This is an optimization exercise on Yosys and OpenROAD, whose aim is a short achievable clock period and few clock cycles per item, not a production implementation. RTL that was checked went through simulation tests only; none was proved equivalent to the original. No driver is modelled on the clock port, so clock power and skew are understated where the tree is cut down; a real chip needs a root buffer or a tree. Power and IR drop assume default switching activity.

== the reference run ==
==> flow/design.v (excerpt) <==
module exe_top (
        input  logic                                clk,
        input  logic                                reset_n,
        input  logic                                in_req_i,
        output logic                                in_ack_o,
        input  logic [31:0]                         instr_i,
        input  logic [exe_pkg::XLEN-1:0]            pc_i,
        input  logic [exe_pkg::XLEN-1:0]            rs1_i,
        input  logic [exe_pkg::XLEN-1:0]            rs2_i,
        output logic                                res_req_o,
        input  logic                                res_ack_i,
        output logic [exe_pkg::REG_ADDR_W-1:0]      rd_addr_o,
        output logic                                write_rd_o,
        output logic [exe_pkg::XLEN-1:0]            result_o,
        output logic                                branch_taken_o,
        output logic [exe_pkg::XLEN-1:0]            branch_target_o
);
        localparam int QDEPTH = 4;
        logic                   v0, v1, v2, v3, v4;
        logic                   ack_n;           
        logic                   ack_d;
        logic                   accept;          
        logic                   done;            
        logic [2:0]             n_acc;           
        logic [2:0]             n_done;          
        logic [2:0]             cnt;             
        logic                   room;
        exe_pkg::raw_rec_t      raw_in;
        exe_pkg::raw_rec_t      s0;
        exe_pkg::dec_rec_t      dec_d, s1;
        exe_pkg::ex1_rec_t      ex1_d, s2;
        exe_pkg::ex2_rec_t      ex2_d, s3;
        exe_pkg::ex3_rec_t      ex3_d, s4;
        exe_pkg::out_rec_t      out_d, out_q;
        assign cnt    = n_acc - n_done;
        assign room   = (cnt != 3'(QDEPTH));
        assign accept = in_req_i & ack_n & room;
        assign ack_d  = in_req_i & (~ack_n | room);
        always_ff @(posedge clk or negedge reset_n) begin
                if (!reset_n) begin
                        in_ack_o <= 1'b0;
                        ack_n    <= 1'b1;
                        n_acc    <= '0;
                        n_done   <= '0;
                        v0       <= 1'b0;
  ...
Size in the first run: about 2700 cells after synthesis, roughly 1000 flip-flops, about 210 I/O pins, ~0.036 sq mm of cells after synthesis.
clock: 7.0 ns
lec_check: 0
abc_clock_period_in_ps: 1500
cap_margin: 20
core_margin: 2
core_utilization: 40
setup_slack_margin: 4.9
slew_margin: 20
tns_end_percent: 100
standard.sh (not shown) runs the stock make flow with config.mk's settings and CLKGATE_MAP_FILE= SYNTH_SCRIPT=/design/flow/synth_recipe.tcl, a recipe that flattens the netlist after the stock synthesis.
==> flow/flow/run.sh <==
#!/bin/bash
# The standard layout (standard.sh: ORFS synthesis to final), except
# that the clock tree comes from flow/ctree.tcl, hooked into ORFS's CTS
# step through PRE_CTS_TCL: the clock port feeds four root inverters, each
# root feeds a group of leaf inverters, each leaf about 36 flip-flops.
# Before that, flow/pull.tcl moves each register that drives an output
# port next to the port's buffer.
# standard.sh's own output goes to standard.log in this folder.
set -euo pipefail
here=$(pwd)
export PRE_CTS_TCL="$here/flow/pre_cts.tcl"
bash standard.sh > "$here/standard.log" 2>&1
==> flow/flow/pre_cts.tcl <==
# Sourced by ORFS's cts.tcl (PRE_CTS_TCL) right after it loads the placed
# design. It replaces the clock_tree_synthesis call that cts.tcl makes
# later (after repair_clock_inverters) with: move the registers that drive
# output ports next to their port buffers (flow/pull.tcl), build a
# two-level balanced clock tree of inverters (flow/ctree.tcl) and set the
# clock as propagated. The rest of cts.tcl (legalisation, timing repair)
# runs as usual on this tree.

source [file join [file dirname [info script]] ctree.tcl]
source [file join [file dirname [info script]] pull.tcl]

proc clock_tree_synthesis { args } {
  puts "clock tree built by flow/ctree.tcl in place of clock_tree_synthesis $args"
  pull_output_flops
  ctree_build clk sky130_fd_sc_hd__clkinv_16 4 36 sky130_fd_sc_hd__clkinv_16
  set_propagated_clock [all_clocks]
}
Other scripts of this flow, unchanged in this note and not shown: flow/flow/ctree.tcl, flow/flow/pull.tcl
The reference run: all stages complete, timing, DRC and antenna checks passed
Testbench counts of the reference run, summed over its fixed seeds: cycles 36,072, items 18,000.
### the reference run -> the trial run
diff --git a/flow/flow/run.sh b/flow/flow/run.sh
--- a/flow/flow/run.sh
+++ b/flow/flow/run.sh
@@ -3,5 +3,5 @@
 # that the clock tree comes from flow/ctree.tcl, hooked into ORFS's CTS
 # step through PRE_CTS_TCL: the clock port feeds four root inverters, each
-# root feeds a group of leaf inverters, each leaf about 36 flip-flops.
+# root feeds a group of leaf inverters, each leaf about 44 flip-flops.
 # Before that, flow/pull.tcl moves each register that drives an output
 # port next to the port's buffer.
diff --git a/flow/flow/pre_cts.tcl b/flow/flow/pre_cts.tcl
--- a/flow/flow/pre_cts.tcl
+++ b/flow/flow/pre_cts.tcl
@@ -13,5 +13,5 @@
   puts "clock tree built by flow/ctree.tcl in place of clock_tree_synthesis $args"
   pull_output_flops
-  ctree_build clk sky130_fd_sc_hd__clkinv_16 4 36 sky130_fd_sc_hd__clkinv_16
+  ctree_build clk sky130_fd_sc_hd__clkinv_16 4 44 sky130_fd_sc_hd__clkinv_16
   set_propagated_clock [all_clocks]
 }
Findings:
- Any difference in worst-skew pair later-pin latency between the trial run and the reference run is small enough to ignore.
- Cmp the trial run and the reference run / achievable frequency / higher: the trial run
- Delta (the trial run minus the reference run): wire length of the first global-routing pass was more or less identical; portion of total power attributed to the clock network went down by 0.7 points.
- Compared the trial run against the reference run; wire length within noise.
- The trial run -> the reference run: final design area excluding fillers flat
- From the reference run to the trial run, final weighted congestion of routability-driven global placement did not move at all.
No run of this note takes its clock network from TritonCTS; it comes from the design's own scripts or RTL.

---

job 2107:
Another version of the RTL of exe_top (not shown whole).
For scale: about 210 I/O pins.
==> flow/config.mk <==
export PLATFORM = sky130hd
export DESIGN_NAME = exe_top
export DESIGN_NICKNAME = exe_top
export VERILOG_FILES = /design/flow/design.v
export SDC_FILE = /design/flow/constraint.sdc
export NUM_CORES = 4
export LEC_CHECK = 0
export ABC_CLOCK_PERIOD_IN_PS = 1500
export CAP_MARGIN = 20
export CORE_MARGIN = 2
export CORE_UTILIZATION = 40
export SETUP_SLACK_MARGIN = 4.7
export SLEW_MARGIN = 20
export TNS_END_PERCENT = 100
==> flow/constraint.sdc <==
create_clock -name core_clock -period 7.0 [get_ports {clk}]
set_input_delay 1.4000 -clock core_clock [delete_from_list [all_inputs] [get_ports {clk}]]
set_output_delay 1.4000 -clock core_clock [all_outputs]
set_load 0.01 [all_outputs]
==> flow/flow/run.sh <==
#!/bin/bash
# The standard layout (standard.sh: ORFS synthesis to final), except
# that the clock tree comes from flow/ctree.tcl, hooked into ORFS's CTS
# step through PRE_CTS_TCL: the clock port feeds four root buffers, each
# root feeds a group of leaf buffers, each leaf about 22 flip-flops.
# Before that, flow/pull.tcl moves each register that drives an output
# port next to the port's buffer.
# standard.sh's own output goes to standard.log in this folder.
set -euo pipefail
here=$(pwd)
export PRE_CTS_TCL="$here/flow/pre_cts.tcl"
bash standard.sh > "$here/standard.log" 2>&1
==> flow/flow/pre_cts.tcl <==
# Sourced by ORFS's cts.tcl (PRE_CTS_TCL) right after it loads the placed
# design. Moves the registers that drive output ports next to their port
# buffers (flow/pull.tcl), builds a two-level balanced clock tree
# (flow/ctree.tcl) and
# turns the clock_tree_synthesis call that follows into setting the
# clock as propagated, so the rest of cts.tcl (legalisation, timing
# repair) runs as usual on this tree.

source [file join [file dirname [info script]] ctree.tcl]
source [file join [file dirname [info script]] pull.tcl]

set_dont_use $::env(DONT_USE_CELLS)
pull_output_flops
ctree_build clk sky130_fd_sc_hd__clkbuf_16 4 22

proc clock_tree_synthesis { args } {
  puts "clock tree built by flow/ctree.tcl; clock_tree_synthesis $args not run"
  set_propagated_clock [all_clocks]
}
==> flow/flow/pull.tcl <==
# Moves each flip-flop that drives an output port's buffer onto that
# buffer, so the register-to-port wire is short; the detailed placement
# that follows in cts.tcl makes the placement legal again.

proc pull_output_flops {} {
  set block [ord::get_db_block]
  set moved 0
  foreach bt [$block getBTerms] {
    if {[$bt getIoType] ne "OUTPUT"} continue
    set net [$bt getNet]
    if {$net eq "NULL"} continue
    set buf ""
    foreach it [$net getITerms] { if {[$it isOutputSignal]} { set buf [$it getInst] } }
    if {$buf eq ""} continue
    set drv ""
    foreach it [$buf getITerms] {
      if {[$it isInputSignal] && [$it getNet] ne "NULL"} {
        foreach jt [[$it getNet] getITerms] { if {[$jt isOutputSignal]} { set drv [$jt getInst] } }
      }
    }
    if {$drv eq "" || ![string match "sky130_fd_sc_hd__df*" [[$drv getMaster] getName]]} continue
    set loc [$buf getLocation]
    $drv setLocation [lindex $loc 0] [lindex $loc 1]
    incr moved
  }
  puts "pull_output_flops: moved $moved flip-flops to their output buffers"
}
Other scripts of this flow, unchanged in this note and not shown: flow/flow/ctree.tcl
Job 2107 finished end to end and its layout was clean on timing, DRC and antenna.
Testbench counts of job 2107, summed over its fixed seeds: cycles 36,072, items 18,000.
--- input diff job 2107..job 7662 ---
--- a/flow/flow/run.sh
+++ b/flow/flow/run.sh
@@ -5,4 +5,2 @@
 # root feeds a group of leaf buffers, each leaf about 22 flip-flops.
-# Before that, flow/pull.tcl moves each register that drives an output
-# port next to the port's buffer.
 # standard.sh's own output goes to standard.log in this folder.
==> flow/flow/pre_cts.tcl <==
# Sourced by ORFS's cts.tcl (PRE_CTS_TCL) right after it loads the placed
# design. Builds a two-level balanced clock tree (flow/ctree.tcl) and
# turns the clock_tree_synthesis call that follows into setting the
# clock as propagated, so the rest of cts.tcl (legalisation, timing
# repair) runs as usual on this tree.

source [file join [file dirname [info script]] ctree.tcl]

set_dont_use $::env(DONT_USE_CELLS)
ctree_build clk sky130_fd_sc_hd__clkbuf_16 4 22

proc clock_tree_synthesis { args } {
  puts "clock tree built by flow/ctree.tcl; clock_tree_synthesis $args not run"
  set_propagated_clock [all_clocks]
}
removed: flow/flow/pull.tcl
### Flow results
Wire: job 7662 routes less than job 2107. Summary of the comparison: share of power burned in combinational logic is lower in job 7662, relative to job 2107. Job 2107 → job 7662: global routing usage on met3 shows a reduction of 0.18 points; detailed route wirelength on metal2 shows a reduction of about 1%; worst setup slack shows no meaningful change.
--- input diff job 7662..job 676 ---
Settings: changing CORE_UTILIZATION from 40 to 55.
--- outcome ---
- Worst setup slack on job 676 is ahead of job 7662.
- Comparing maximum resistive drop on vdd for job 7662 and job 676, the smaller number came from job 676.
- Job 676 vs job 7662: starting density of the core up in job 676
- For part of the total power dissipated in the clock network, job 676 and job 7662 come out practically identical.
- The lower post-route cell area of job 7662 and job 676 is in job 676.
- Compared job 676 against job 7662; share of post-route cells with drive strength above 1 within noise.
In every run of this note, the design's own scripts or RTL, not TritonCTS, make the clock network.

---

## tundra
Another version of the RTL of exe_top (not shown whole).
Size in the first run: roughly 920 flip-flops, roughly 210 I/O pins, about 41000 µm² of cells after synthesis.
export LEC_CHECK = 0
export CAP_MARGIN = 20
export CORE_MARGIN = 2
export CORE_UTILIZATION = 40
export SLEW_MARGIN = 20
create_clock -name core_clock -period 7.0 [get_ports {clk}]
run.sh (not shown) runs the stock make flow with config.mk's settings and CLKGATE_MAP_FILE= SYNTH_SCRIPT=/design/flow/synth_recipe.tcl, a recipe that flattens the netlist after the stock synthesis.
Stock flow here: none of the scripts above is used.
In summary, tundra completed successfully, with a layout that passed the timing, DRC and antenna checks.
Testbench counts of tundra, summed over its fixed seeds: cycles 36,060, items 18,000.
#### Input delta (cedar over tundra)
# tundra
export LEC_CHECK = 0
export CAP_MARGIN = 20
export CORE_MARGIN = 2
export CORE_UTILIZATION = 40
export SLEW_MARGIN = 20
create_clock -name core_clock -period 7.0 [get_ports {clk}]
# cedar
export LEC_CHECK = 0
export ABC_CLOCK_PERIOD_IN_PS = 1500
export CAP_MARGIN = 20
export CORE_MARGIN = 2
export CORE_UTILIZATION = 40
export SETUP_SLACK_MARGIN = 4.6
export SLEW_MARGIN = 20
export TNS_END_PERCENT = 100
create_clock -name core_clock -period 7.0 [get_ports {clk}]
[summary]
Looking at sum of routed wire length over all layers, cedar sits above tundra.
In the tables for cedar and tundra, number of instances resized during post-cts repair reads lower with tundra.
The number of combinational gates with multiple inputs was comparable across cedar and tundra.
Final-layout clock buffer total (cedar vs. tundra) increases slightly
Summary — post-layout total power, cedar relative to tundra: higher, by 0.0017 W.

---

## raven
Another version of the RTL of exe_top (not shown whole).
Size in the first run: ~2500 cells after synthesis, roughly 210 I/O pins.
==> flow/design.v (excerpt) <==
module exe_top (
        input  logic                                clk,
        input  logic                                reset_n,
        input  logic                                in_req_i,
        output logic                                in_ack_o,
        input  logic [31:0]                         instr_i,
        input  logic [exe_pkg::XLEN-1:0]            pc_i,
        input  logic [exe_pkg::XLEN-1:0]            rs1_i,
        input  logic [exe_pkg::XLEN-1:0]            rs2_i,
        output logic                                res_req_o,
        input  logic                                res_ack_i,
        output logic [exe_pkg::REG_ADDR_W-1:0]      rd_addr_o,
        output logic                                write_rd_o,
        output logic [exe_pkg::XLEN-1:0]            result_o,
        output logic                                branch_taken_o,
        output logic [exe_pkg::XLEN-1:0]            branch_target_o
);
        localparam int NST = exe_pkg::NCHUNK + 1;    
        logic                   v0;
        logic [NST:1]           v;               
        logic                   ack_n;           
        logic                   req_n;           
        logic                   ack_d;
        logic                   req_d;
        logic                   done;            
        logic [1:0]             q_v;             
        logic                   q_wp;
        logic                   q_rp;
        logic                   q_full;          
        exe_pkg::raw_rec_t      raw_in;
        exe_pkg::raw_rec_t      s0;
        exe_pkg::ex_rec_t       dec_d;           
        exe_pkg::out_rec_t      out_d, out_q;
        exe_pkg::out_rec_t      q_mem0, q_mem1;
        localparam int EX_W = $bits(dec_d);
  ...
==> flow/config.mk <==
export PLATFORM = sky130hd
export DESIGN_NAME = exe_top
export DESIGN_NICKNAME = exe_top
export VERILOG_FILES = /design/flow/design.v
export SDC_FILE = /design/flow/constraint.sdc
export NUM_CORES = 4
export LEC_CHECK = 0
export ABC_CLOCK_PERIOD_IN_PS = 1500
export CAP_MARGIN = 20
export CORE_MARGIN = 2
export CORE_UTILIZATION = 40
export SETUP_SLACK_MARGIN = 4.7
export SLEW_MARGIN = 20
export TNS_END_PERCENT = 100
==> flow/constraint.sdc <==
create_clock -name core_clock -period 7.0 [get_ports {clk}]
set_input_delay 1.4000 -clock core_clock [delete_from_list [all_inputs] [get_ports {clk}]]
set_output_delay 1.4000 -clock core_clock [all_outputs]
set_load 0.01 [all_outputs]
standard.sh (not shown) runs the stock make flow with config.mk's settings and CLKGATE_MAP_FILE= SYNTH_SCRIPT=/design/flow/synth_recipe.tcl, a recipe that flattens the netlist after the stock synthesis.
==> flow/flow/run.sh <==
#!/bin/bash
# The standard layout (standard.sh: ORFS synthesis to final), except
# that the clock tree comes from flow/ctree.tcl, hooked into ORFS's CTS
# step through PRE_CTS_TCL: the clock port feeds four root buffers, each
# root feeds a group of leaf buffers, each leaf about 22 flip-flops.
# Before that, flow/pull.tcl moves each register that drives an output
# port next to the port's buffer.
# standard.sh's own output goes to standard.log in this folder.
set -euo pipefail
here=$(pwd)
export PRE_CTS_TCL="$here/flow/pre_cts.tcl"
bash standard.sh > "$here/standard.log" 2>&1
==> flow/flow/pre_cts.tcl <==
# Sourced by ORFS's cts.tcl (PRE_CTS_TCL) right after it loads the placed
# design. Moves the registers that drive output ports next to their port
# buffers (flow/pull.tcl), builds a two-level balanced clock tree
# (flow/ctree.tcl) and
# turns the clock_tree_synthesis call that follows into setting the
# clock as propagated, so the rest of cts.tcl (legalisation, timing
# repair) runs as usual on this tree.

source [file join [file dirname [info script]] ctree.tcl]
source [file join [file dirname [info script]] pull.tcl]

set_dont_use $::env(DONT_USE_CELLS)
pull_output_flops
ctree_build clk sky130_fd_sc_hd__clkbuf_16 4 22

proc clock_tree_synthesis { args } {
  puts "clock tree built by flow/ctree.tcl; clock_tree_synthesis $args not run"
  set_propagated_clock [all_clocks]
}
==> flow/flow/pull.tcl <==
# Moves each flip-flop that drives an output port's buffer onto that
# buffer, so the register-to-port wire is short; the detailed placement
# that follows in cts.tcl makes the placement legal again.

proc pull_output_flops {} {
  set block [ord::get_db_block]
  set moved 0
  foreach bt [$block getBTerms] {
    if {[$bt getIoType] ne "OUTPUT"} continue
    set net [$bt getNet]
    if {$net eq "NULL"} continue
    set buf ""
    foreach it [$net getITerms] { if {[$it isOutputSignal]} { set buf [$it getInst] } }
    if {$buf eq ""} continue
    set drv ""
    foreach it [$buf getITerms] {
      if {[$it isInputSignal] && [$it getNet] ne "NULL"} {
        foreach jt [[$it getNet] getITerms] { if {[$jt isOutputSignal]} { set drv [$jt getInst] } }
      }
    }
    if {$drv eq "" || ![string match "sky130_fd_sc_hd__df*" [[$drv getMaster] getName]]} continue
    set loc [$buf getLocation]
    $drv setLocation [lindex $loc 0] [lindex $loc 1]
    incr moved
  }
  puts "pull_output_flops: moved $moved flip-flops to their output buffers"
}
Other scripts of this flow, unchanged in this note and not shown: flow/flow/ctree.tcl
Inputs modified between raven and juniper:
diff --git a/flow/flow/run.sh b/flow/flow/run.sh
--- a/flow/flow/run.sh
+++ b/flow/flow/run.sh
@@ -5,4 +5,2 @@
 # root feeds a group of leaf buffers, each leaf about 22 flip-flops.
-# Before that, flow/pull.tcl moves each register that drives an output
-# port next to the port's buffer.
 # standard.sh's own output goes to standard.log in this folder.
==> flow/flow/pre_cts.tcl <==
# Sourced by ORFS's cts.tcl (PRE_CTS_TCL) right after it loads the placed
# design. Builds a two-level balanced clock tree (flow/ctree.tcl) and
# turns the clock_tree_synthesis call that follows into setting the
# clock as propagated, so the rest of cts.tcl (legalisation, timing
# repair) runs as usual on this tree.

source [file join [file dirname [info script]] ctree.tcl]

set_dont_use $::env(DONT_USE_CELLS)
ctree_build clk sky130_fd_sc_hd__clkbuf_16 4 22

proc clock_tree_synthesis { args } {
  puts "clock tree built by flow/ctree.tcl; clock_tree_synthesis $args not run"
  set_propagated_clock [all_clocks]
}
removed: flow/flow/pull.tcl
- raven -> juniper: filler-free cell count of the finished design flat
- Time the final worst path needs with I/O delays and setup: raven and juniper compared, higher one is juniper
- Diff juniper..raven | sequential share of layout area | negligible
No run of this note included a check of the RTL's function; only the layout flow was run. No run of this note takes its clock network from TritonCTS; it comes from the design's own scripts or RTL.

==> separate check: timing with driven ports <==
The flow's constraints put no driver on any port. The routed layouts listed below were extracted and timed again, unchanged, in two steps.
Step 1 assumes that a clkbuf_16 drives the clock port and a buf_2 every other input.
Step 2 adds t to the input delays and takes it off the output delays; t is the mean of the earliest and latest rising clock arrival at the registers after step 1. Input paths then give back, and output paths get back, about the clock's delay inside the block.
Three values: ideal, step 1, step 2; two values: the first two.
run	shift t [ns]	setup WS [ns]	worst hold slack (ns)
the reference run	0.593	4.755 / 4.485 / 4.666	0.323 / 0.324 / 0.324
the trial run	0.575	4.768 / 4.502 / 4.669	0.323 / 0.324 / 0.324
job 2107	0.562	4.671 / 4.529 / 4.622	0.418 / 0.418 / 0.418
job 7662	0.558	4.673 / 4.535 / 4.621	0.419 / 0.419 / 0.419
job 676	0.550	4.682 / 4.548 / 4.629	0.415 / 0.415 / 0.415
tundra	0.736	2.825 / 2.825 / 2.825	0.377 / 0.377 / 0.377
cedar	0.744	4.282 / 4.276 / 4.282	0.401 / 0.401 / 0.401
raven	0.580	4.662 / 4.523 / 4.272	0.407 / 0.407 / 0.407
juniper	0.584	4.646 / 4.504 / 4.271	0.404 / 0.403 / 0.403
After both steps every run listed still meets setup and hold. The setup slack of raven, which loses most, moves by -0.139 ns with the drivers and by -0.390 ns with both steps.
